From an optimization exercise on the open Yosys and OpenROAD flow, aimed at small area; shortcuts taken in it are not production practice. The RTL was checked by simulation tests, not by an equivalence proof against the original design. Power and IR drop assume default switching activity.

===== design/flow/design.v =====
`timescale 1ns/1ns
package nipcb_pkg;
	localparam int DATA_WIDTH = 32;
	localparam int DATA_BYTES = DATA_WIDTH / 8;
	localparam int ADDR_W = 8;
	localparam int REG_COUNT = 11;
	localparam int REG_IDX_W = 4;
	localparam int MAG_W = 16;
	localparam int CH_COUNT = 4;
	localparam int CH_W = $clog2(CH_COUNT);
	localparam logic [REG_IDX_W-1:0] REG_TRIG = 4'd0;
	localparam logic [REG_IDX_W-1:0] REG_FLAGS = 4'd1;
	localparam logic [REG_IDX_W-1:0] REG_CONF = 4'd2;
	localparam logic [REG_IDX_W-1:0] REG_CH_SEL = 4'd3;
	localparam logic [REG_IDX_W-1:0] REG_CYC_HIGH = 4'd4;
	localparam logic [REG_IDX_W-1:0] REG_CYC_LOW = 4'd5;
	localparam logic [REG_IDX_W-1:0] REG_CYC_DELAY = 4'd6;
	localparam logic [REG_IDX_W-1:0] REG_CYC_STALL = 4'd7;
	localparam logic [REG_IDX_W-1:0] REG_CYC_COUNT = 4'd8;
	localparam logic [REG_IDX_W-1:0] REG_MAG_HIGH = 4'd9;
	localparam logic [REG_IDX_W-1:0] REG_MAG_LOW = 4'd10;
	typedef struct packed {
		logic [DATA_WIDTH-2:0] reserved;
		logic stim_start;
	} nipcb_trig_s;
	typedef union packed {
		logic [DATA_WIDTH-1:0] raw;
		nipcb_trig_s trig;
	} nipcb_wdata_u;
	typedef struct packed {
		logic valid;
		logic [REG_IDX_W-1:0] index;
		logic [DATA_BYTES-1:0] strb;
		nipcb_wdata_u data;
	} nipcb_reg_wr_s;
	typedef struct packed {
		logic [CH_W-1:0] channel;
		logic [DATA_WIDTH-1:0] cycles_high;
		logic [DATA_WIDTH-1:0] cycles_low;
		logic [DATA_WIDTH-1:0] cycles_delay;
		logic [DATA_WIDTH-1:0] cycles_stall;
		logic [DATA_WIDTH-1:0] pulse_count;
		logic [MAG_W-1:0] mag_high;
		logic [MAG_W-1:0] mag_low;
	} nipcb_stim_cfg_s;
	typedef struct packed {
		logic [CH_COUNT-1:0] en;
		logic [MAG_W-1:0] mag;
	} nipcb_stim_out_s;
endpackage
`timescale 1ns/1ns
import nipcb_pkg::*;
module nipcb_ahb_ctrl #(
	parameter int unsigned ADDR_BASE = 0
) (
	input logic HCLK,
	input logic HRESETn,
	input logic HSEL,
	input logic [nipcb_pkg::ADDR_W-1:0] HADDR,
	input logic [1:0] HTRANS,
	input logic [2:0] HSIZE,
	input logic HWRITE,
	input logic [nipcb_pkg::DATA_WIDTH-1:0] HWDATA,
	input logic HREADY,
	output logic [nipcb_pkg::DATA_WIDTH-1:0] HRDATA,
	output logic HREADYOUT,
	output logic HRESP,
	output nipcb_pkg::nipcb_reg_wr_s reg_wr,
	output logic [nipcb_pkg::REG_IDX_W-1:0] rd_index,
	input logic [nipcb_pkg::DATA_WIDTH-1:0] rd_data
);
	localparam logic [2:0] SIZE_BYTE = 3'b000;
	localparam logic [2:0] SIZE_HALF = 3'b001;
	localparam logic [2:0] SIZE_WORD = 3'b010;
	localparam logic RESP_OKAY = 1'b0;
	localparam logic RESP_ERROR = 1'b1;
	localparam int unsigned WIN_BYTES = REG_COUNT * DATA_BYTES;
	logic accept;
	logic [31:0] addr_ext;
	logic [31:0] offset;
	logic [REG_IDX_W-1:0] idx;
	logic in_range;
	logic bad;
	logic [DATA_BYTES-1:0] strb;
	logic dp_read;
	logic dp_write;
	logic err_first;
	logic err_second;
	logic [REG_IDX_W-1:0] dp_idx;
	logic [DATA_BYTES-1:0] dp_strb;
	assign accept = HSEL && HTRANS[1] && HREADY;
	assign addr_ext = 32'(HADDR);
	assign offset = addr_ext - ADDR_BASE;
	assign idx = offset[REG_IDX_W+1:2];
	assign in_range = (addr_ext >= ADDR_BASE) && (addr_ext < ADDR_BASE + WIN_BYTES);
	assign bad = !in_range || (HSIZE > SIZE_WORD) || (HWRITE && idx == REG_FLAGS);
	always_comb begin
		case (HSIZE)
			SIZE_BYTE: strb = 4'b0001 << HADDR[1:0];
			SIZE_HALF: strb = HADDR[1] ? 4'b1100 : 4'b0011;
			default: strb = 4'b1111;
		endcase
	end
	always_ff @(posedge HCLK) begin
		if (!HRESETn) begin
			dp_read <= 1'b0;
			dp_write <= 1'b0;
			err_first <= 1'b0;
			err_second <= 1'b0;
		end else begin
			dp_read <= accept && !bad && !HWRITE;
			dp_write <= accept && !bad && HWRITE;
			err_first <= accept && bad;
			err_second <= err_first;
		end
	end
	always_ff @(posedge HCLK) begin
		if (accept) begin
			dp_idx <= idx;
			dp_strb <= strb;
		end
	end
	assign HREADYOUT = !err_first;
	assign HRESP = (err_first || err_second) ? RESP_ERROR : RESP_OKAY;
	assign rd_index = dp_idx;
	assign HRDATA = dp_read ? rd_data : '0;
	always_comb begin
		reg_wr.valid = dp_write;
		reg_wr.index = dp_idx;
		reg_wr.strb = dp_strb;
		reg_wr.data.raw = HWDATA;
	end
endmodule
`timescale 1ns/1ns
import nipcb_pkg::*;
module nipcb_reg_bank (
	input logic HCLK,
	input logic HRESETn,
	input nipcb_pkg::nipcb_reg_wr_s reg_wr,
	input logic [nipcb_pkg::REG_IDX_W-1:0] rd_index,
	output logic [nipcb_pkg::DATA_WIDTH-1:0] rd_data,
	input logic running,
	output logic stim_start,
	output nipcb_pkg::nipcb_stim_cfg_s stim_cfg
);
	logic [REG_MAG_LOW:REG_CONF][DATA_WIDTH-1:0] regs;
	logic wr_param;
	logic trig_wr;
	logic enable;
	logic [DATA_WIDTH-1:0] wr_mask;
	function automatic logic [DATA_WIDTH-1:0] impl_mask(input logic [REG_IDX_W-1:0] idx);
		case (idx)
			REG_CONF: impl_mask = {{(DATA_WIDTH-1){1'b0}}, 1'b1};
			REG_CH_SEL: impl_mask = {{(DATA_WIDTH-CH_W){1'b0}}, {CH_W{1'b1}}};
			REG_MAG_HIGH,
			REG_MAG_LOW: impl_mask = {{(DATA_WIDTH-MAG_W){1'b0}}, {MAG_W{1'b1}}};
			default: impl_mask = '1;
		endcase
	endfunction
	assign wr_param = reg_wr.valid && (reg_wr.index >= REG_CONF) &&
		(reg_wr.index <= REG_MAG_LOW);
	assign wr_mask = impl_mask(reg_wr.index);
	always_ff @(posedge HCLK) begin
		if (!HRESETn) begin
			for (int i = REG_CONF; i <= REG_MAG_LOW; i++) begin
				regs[i] <= '0;
			end
		end else if (wr_param) begin
			for (int b = 0; b < DATA_BYTES; b++) begin
				if (reg_wr.strb[b]) begin
					regs[reg_wr.index][b*8 +: 8] <= reg_wr.data.raw[b*8 +: 8] & wr_mask[b*8 +: 8];
				end
			end
		end
	end
	assign trig_wr = reg_wr.valid && (reg_wr.index == REG_TRIG) && reg_wr.strb[0] &&
		reg_wr.data.trig.stim_start;
	assign enable = regs[REG_CONF][0];
	always_ff @(posedge HCLK) begin
		if (!HRESETn) begin
			stim_start <= 1'b0;
		end else begin
			stim_start <= trig_wr && enable && !running;
		end
	end
	always_comb begin
		rd_data = '0;
		if (rd_index == REG_FLAGS) begin
			rd_data[0] = running;
		end else if (rd_index >= REG_CONF && rd_index <= REG_MAG_LOW) begin
			rd_data = regs[rd_index];
		end
	end
	always_comb begin
		stim_cfg.channel = regs[REG_CH_SEL][CH_W-1:0];
		stim_cfg.cycles_high = regs[REG_CYC_HIGH];
		stim_cfg.cycles_low = regs[REG_CYC_LOW];
		stim_cfg.cycles_delay = regs[REG_CYC_DELAY];
		stim_cfg.cycles_stall = regs[REG_CYC_STALL];
		stim_cfg.pulse_count = regs[REG_CYC_COUNT];
		stim_cfg.mag_high = regs[REG_MAG_HIGH][MAG_W-1:0];
		stim_cfg.mag_low = regs[REG_MAG_LOW][MAG_W-1:0];
	end
endmodule
`timescale 1ns/1ns
import nipcb_pkg::*;
module nipcb_stim_sequencer (
	input logic HCLK,
	input logic HRESETn,
	input logic stim_start,
	input nipcb_pkg::nipcb_stim_cfg_s stim_cfg,
	output logic running,
	output nipcb_pkg::nipcb_stim_out_s stim_out
);
	localparam logic [2:0] ST_IDLE = 3'd0;
	localparam logic [2:0] ST_DELAY = 3'd1;
	localparam logic [2:0] ST_HIGH = 3'd2;
	localparam logic [2:0] ST_LOW = 3'd3;
	localparam logic [2:0] ST_STALL = 3'd4;
	logic [2:0] state;
	logic [DATA_WIDTH-1:0] phase_cnt;
	logic [DATA_WIDTH-1:0] pulse_left;
	logic phase_done;
	nipcb_pkg::nipcb_stim_cfg_s cfg_q;
	function automatic logic [DATA_WIDTH-1:0] last_of(input logic [DATA_WIDTH-1:0] n);
		last_of = (n == '0) ? '0 : n - 1'b1;
	endfunction
	assign phase_done = (phase_cnt == '0);
	assign running = (state != ST_IDLE);
	always_ff @(posedge HCLK) begin
		if (state == ST_IDLE) begin
			cfg_q <= stim_cfg;
		end
	end
	always_ff @(posedge HCLK) begin
		if (!HRESETn) begin
			state <= ST_IDLE;
			phase_cnt <= '0;
			pulse_left <= '0;
		end else if (state != ST_IDLE && !phase_done) begin
			phase_cnt <= phase_cnt - 1'b1;
		end else begin
			case (state)
				ST_IDLE: begin
					if (stim_start) begin
						pulse_left <= last_of(stim_cfg.pulse_count);
						if (stim_cfg.cycles_delay != '0) begin
							state <= ST_DELAY;
							phase_cnt <= stim_cfg.cycles_delay - 1'b1;
						end else begin
							state <= ST_HIGH;
							phase_cnt <= last_of(stim_cfg.cycles_high);
						end
					end
				end
				ST_DELAY: begin
					state <= ST_HIGH;
					phase_cnt <= last_of(cfg_q.cycles_high);
				end
				ST_HIGH: begin
					state <= ST_LOW;
					phase_cnt <= last_of(cfg_q.cycles_low);
				end
				ST_LOW: begin
					if (cfg_q.cycles_stall != '0) begin
						state <= ST_STALL;
						phase_cnt <= cfg_q.cycles_stall - 1'b1;
					end else if (pulse_left == '0) begin
						state <= ST_IDLE;
					end else begin
						pulse_left <= pulse_left - 1'b1;
						state <= ST_HIGH;
						phase_cnt <= last_of(cfg_q.cycles_high);
					end
				end
				ST_STALL: begin
					if (pulse_left == '0) begin
						state <= ST_IDLE;
					end else begin
						pulse_left <= pulse_left - 1'b1;
						state <= ST_HIGH;
						phase_cnt <= last_of(cfg_q.cycles_high);
					end
				end
				default: state <= ST_IDLE;
			endcase
		end
	end
	always_comb begin
		stim_out = '0;
		if (state == ST_HIGH || state == ST_LOW) begin
			stim_out.en = {{(CH_COUNT-1){1'b0}}, 1'b1} << cfg_q.channel;
			stim_out.mag = (state == ST_HIGH) ? cfg_q.mag_high : cfg_q.mag_low;
		end
	end
endmodule
`timescale 1ns/1ns
import nipcb_pkg::*;
module nipcb_top #(
	parameter int unsigned ADDR_BASE = 0
) (
	input logic HCLK,
	input logic HRESETn,
	input logic HSEL,
	input logic [nipcb_pkg::ADDR_W-1:0] HADDR,
	input logic [1:0] HTRANS,
	input logic [2:0] HSIZE,
	input logic HWRITE,
	input logic [nipcb_pkg::DATA_WIDTH-1:0] HWDATA,
	input logic HREADY,
	output logic [nipcb_pkg::DATA_WIDTH-1:0] HRDATA,
	output logic HREADYOUT,
	output logic HRESP,
	output logic [nipcb_pkg::CH_COUNT+nipcb_pkg::MAG_W-1:0] stim_out
);
	nipcb_pkg::nipcb_reg_wr_s reg_wr;
	logic [REG_IDX_W-1:0] rd_index;
	logic [DATA_WIDTH-1:0] rd_data;
	nipcb_pkg::nipcb_stim_cfg_s stim_cfg;
	logic stim_start;
	logic running;
	nipcb_pkg::nipcb_stim_out_s stim_out_s;
	assign stim_out = stim_out_s;
	nipcb_ahb_ctrl #(
		.ADDR_BASE (ADDR_BASE)
	) i_ahb_ctrl (
		.HCLK (HCLK),
		.HRESETn (HRESETn),
		.HSEL (HSEL),
		.HADDR (HADDR),
		.HTRANS (HTRANS),
		.HSIZE (HSIZE),
		.HWRITE (HWRITE),
		.HWDATA (HWDATA),
		.HREADY (HREADY),
		.HRDATA (HRDATA),
		.HREADYOUT (HREADYOUT),
		.HRESP (HRESP),
		.reg_wr (reg_wr),
		.rd_index (rd_index),
		.rd_data (rd_data)
	);
	nipcb_reg_bank i_reg_bank (
		.HCLK (HCLK),
		.HRESETn (HRESETn),
		.reg_wr (reg_wr),
		.rd_index (rd_index),
		.rd_data (rd_data),
		.running (running),
		.stim_start (stim_start),
		.stim_cfg (stim_cfg)
	);
	nipcb_stim_sequencer i_stim_sequencer (
		.HCLK (HCLK),
		.HRESETn (HRESETn),
		.stim_start (stim_start),
		.stim_cfg (stim_cfg),
		.running (running),
		.stim_out (stim_out_s)
	);
endmodule

===== design/flow/constraint.sdc =====
create_clock -name core_clock -period 6.0 [get_ports {HCLK}]
set_input_delay 1.2000 -clock core_clock [delete_from_list [all_inputs] [get_ports {HCLK}]]
set_output_delay 1.2000 -clock core_clock [all_outputs]
set_load 0.01 [all_outputs]

===== design/flow/config.mk =====
export PLATFORM = sky130hd
export DESIGN_NAME = nipcb_top
export DESIGN_NICKNAME = nipcb_top
export VERILOG_FILES = /design/flow/design.v
export SDC_FILE = /design/flow/constraint.sdc
export NUM_CORES = 4
export LEC_CHECK = 0
export CAP_MARGIN = 20
export CORE_MARGIN = 2
export CORE_UTILIZATION = 40
export SLEW_MARGIN = 20

===== design/flow/run.sh =====
#!/bin/bash
# synth_recipe.tcl (not shown) runs the flow's synth.tcl, then flattens the netlist and writes it again
# the make line also repeats each setting of config.mk as NAME=value (left out here)
make -C /OpenROAD-flow-scripts/flow DESIGN_CONFIG=/design/flow/config.mk WORK_HOME=/design/flow/orfs CLKGATE_MAP_FILE= SYNTH_SCRIPT=/design/flow/synth_recipe.tcl finish

==> results.sh <==
export IMPL_antennaDiodeCount=0
export IMPL_p_sw_mw=10.3
export IMPL_die_x_um=267
export IMPL_arrival_ns=4.16
export IMPL_synth_distinct_cells=90
export IMPL_switching_share_pct=48.2
export IMPL_hold_violations=0
export IMPL_clkSinkCount=498
export IMPL_antenna_found_initial=1
export IMPL_fin_tns_setup_ns=0
export IMPL_wl_per_cell_um=23.3
export IMPL_yosysMostFrequentCell="nor2_1"
export IMPL_rsz0062_at_grt="no"
export IMPL_coreArea_um2=68500
export IMPL_crit_required_ns=4.80
export IMPL_intPower_mw=11.0
export IMPL_post_route_min_period_ns=5.36
export IMPL_ys_top_cells_by_area="dfxtp_1 (26%), edfxtp_1 (15%), a21oi_1 (6.7%), nor2_1 (6.0%), mux2i_1 (5.1%)"
export IMPL_drv_cap=0
export IMPL_yosys_warnings=3
export IMPL_hpwl_mm=71.2
export IMPL_synth_fp_nets=3355
export IMPL_initial_utilization_pct=40.4
export IMPL_cts_resized=0
export IMPL_grt_overflow=0
export IMPL_port_buffers=102
export IMPL_num_vias=25600
export IMPL_syn_to_final_growth_pct=12.8
export IMPL_final_nets=3347
export IMPL_setup_slack_ns=0.641
export IMPL_setup_viol=0
export IMPL_firstDrtPassIters=7
export IMPL_startpoint_type="flip-flop"
export IMPL_async_flop_share_pct=0
export IMPL_yosysTopAreaCell="dfxtp_1"
export IMPL_peakVddDrop_mv=0.675
export IMPL_seqPwrFrac_pct=21.2
export IMPL_via_per_inst=6.11
export IMPL_synthCells=3279
export IMPL_grt_max_degree=134
export IMPL_cts_root_buffer="clkbuf_16"
export IMPL_insertion_delay_ns=0.62
export IMPL_place_congestion=0.982
export IMPL_cts_max_level=2
export IMPL_fin_skew_ns=0.0219
export IMPL_cts_tree="built"
export IMPL_n_fill_cell=6815
export IMPL_slew_headroom_pct=20.5
export IMPL_drive_gt1_share_pct=8.56
export IMPL_fmax_mhz=187
export IMPL_dieArea_um2=71300
export IMPL_fin_crit_sh_pct=89.3
export IMPL_cellPowerDensity_nw_per_um2=683
export IMPL_grt_pass1_vias=23300
export IMPL_preCtsSetupSlack_ns=1.24
export IMPL_drt_total_wl_mm=97.8
export IMPL_grt_pass1_wl_mm=147
export IMPL_worst_pin_slew_ns=1.19
export IMPL_slew_violations=0
export IMPL_leakage_nw=12.4
export IMPL_syn_avg_cell_area_um2=8.43
export IMPL_final_antenna_net_count=0
export IMPL_end_kind="primary output"
export IMPL_critical_path_class="flip-flop to primary output"
export IMPL_path_max_fanout=23
export IMPL_ys_ff_latch=498
export IMPL_die_y_um=267
export IMPL_whs_ns=0.448
export IMPL_synthDominantCellAreaShare_pct=26.1
export IMPL_cts_max_path_buffers=3
export IMPL_netlist_top_cells_count="nor2_1 (444), a21oi_1 (371), dfxtp_1 (360)"
export IMPL_cts_made_buffers=53
export IMPL_synth_ff_type="dfxtp_1"
export IMPL_post_cts_buffers=0
export IMPL_seq_area_frac_synth_pct=41.0
export IMPL_dr_first_iter_drc_count=2578
export IMPL_combPwrFrac_pct=62.8
export IMPL_status="timing/DRC/antenna clean"
export IMPL_clk_pin_slew_ns=0.06
export IMPL_row_count=96
export IMPL_synth_area_um2=27700
export IMPL_cts_hold_buffers_added=0
export IMPL_io_pins=104
export IMPL_track_usage_pct=26.8
export IMPL_synth_edf_count=138
export IMPL_clockPowerShare_pct=16.0
export IMPL_route_detailed_drc=0
export IMPL_min_path_type="flip-flop to flip-flop"
-- sequential cells by signal, summed over array words and instances, names as in the netlist, 3 cells and up --
register                     count
i_stim_sequencer.pulse_left     32
i_stim_sequencer.cfg_q         130
i_stim_sequencer.state           3
i_stim_sequencer.phase_cnt      32
i_ahb_ctrl.dp_idx                4
i_ahb_ctrl.dp_strb               4
i_reg_bank.regs                288
-- stage by stage --
stage	std cells	instance area, µm²	power, mW	util [%]
floorplan	3279	27700	14.2	-
global placement	4097	29400	17.6	42.9
detailed placement	4098	29400	17.7	43.0
CTS	4198	31200	21.1	45.5
global route	4198	31200	22.6	45.6
finish	4198	31200	21.3	45.6
-- cells by family (layout without fill, tap and decap cells) --
| group | after synthesis | in the layout | share of synthesized area, % |
|---|---|---|---|
| DFF | 498 | 498 | 41.0 |
| xor gates and xnor gates | 164 | 164 | 5.19 |
| and+or+nand+nor | 1377 | 1377 | 25.0 |
| muxes | 204 | 204 | 7.67 |
| adders and majority gates | 26 | 26 | 1.18 |
| buffers and inverters | 250 | 287 | 3.60 |
| AOI/OAI and AO/OA | 760 | 760 | 16.3 |
-- cells in the final DEF (no fill, tap or decap), types with 98 or more instances in the layout --
| master | instances |
|---|---|
| nor2_1 | 441 |
| a21oi_1 | 370 |
| dfxtp_1 | 360 |
| nand2_1 | 288 |
| o21ai_0 | 162 |
| mux2i_1 | 141 |
| edfxtp_1 | 138 |
| nor3_1 | 107 |
| clkdlybuf4s50_1 | 101 |
| nand3_1 | 98 |
-- path summary, 6_finish.rpt --
path	from	end	slack, ns	depth (start not counted)
setup / recovery	i_ahb_ctrl.dp_idx[1]$_DFFE_PP_	HRDATA[6]	0.64	11
hold / removal	i_ahb_ctrl.err_first$_SDFF_PN0_	i_ahb_ctrl.err_second$_SDFF_PN0_	0.45	2
hold reg to reg	i_ahb_ctrl.err_first$_SDFF_PN0_	i_ahb_ctrl.err_second$_SDFF_PN0_	0.45	2
setup reg to reg	i_ahb_ctrl.dp_idx[1]$_DFFE_PP_	i_reg_bank.regs[259]$_SDFFE_PN0P_	1.05	15
-- power groups by stage --
stage / Clock (mW) / Sequential, mW / Combinational [mW]
2_1_floorplan: 0 / 4.35 / 9.85
3_3_place_gp: 0 / 4.56 / 13.1
3_5_place_dp: 0 / 4.57 / 13.1
4_1_cts: 3.45 / 4.50 / 13.2
5_1_grt: 3.58 / 4.57 / 14.5
6_report: 3.40 / 4.51 / 13.4
-- routing by layer --
layer  vias to the layer above  GRT usage [%]  wire (µm)
met5                         -              0          0
met4                         0           9.14       3460
met3                       167           3.60       7750
met2                      1120           41.7      43800
met1                     12400           38.1      42700
li1                      12000              -          -
-- cell type report --
class / count / area (µm²) / share of cell area [%]
flip-flops and latches: 498 / 11400 / 36.4
well taps: 882 / 1100 / 3.54
multi-input cells: 2531 / 15400 / 49.4
inverters: 36 / 148 / 0.473
repair buffers: 151 / 1410 / 4.51
clock inverters: 23 / 248 / 0.794
clock buffers: 77 / 1530 / 4.90
-- critical path, stage by stage, from the launching register on --
cell and delay [ns]:
edfxtp_1 0.32, buf_4 0.30, inv_2 0.07, ha_1 0.21
ha_1 0.29, buf_4 0.30, nor2b_2 0.72, buf_4 0.38
o21ai_0 0.16, a21oi_1 0.17, nor4_1 0.09, clkdlybuf4s50_1 0.51

## what the ideal ports hide
No port has a modelled driver above. Below, the same layout with a new extraction and two added sets of constraints.
Step 1, drivers: a clkbuf_16 drives HCLK and a buf_2 each remaining input, both assumed.
Step 2 moves the port delays by t, midway between the first and last clock arrival at a register: inputs arrive t later, outputs are due t later. That takes back most of the time a late clock gives input paths.
Slacks: no drivers / after step 1 / after step 2; pairs: no drivers / after step 1.
t (ns): 0.667
setup WS [ns]: 0.641 / 0.581 / 1.045
worst setup path at the end: register to register
worst register clock-pin slew, ns: 0.07 / 0.07
After both steps setup and hold are still met in this run. The setup slack of this run moves by -0.060 ns with the drivers and by +0.404 ns with both steps.
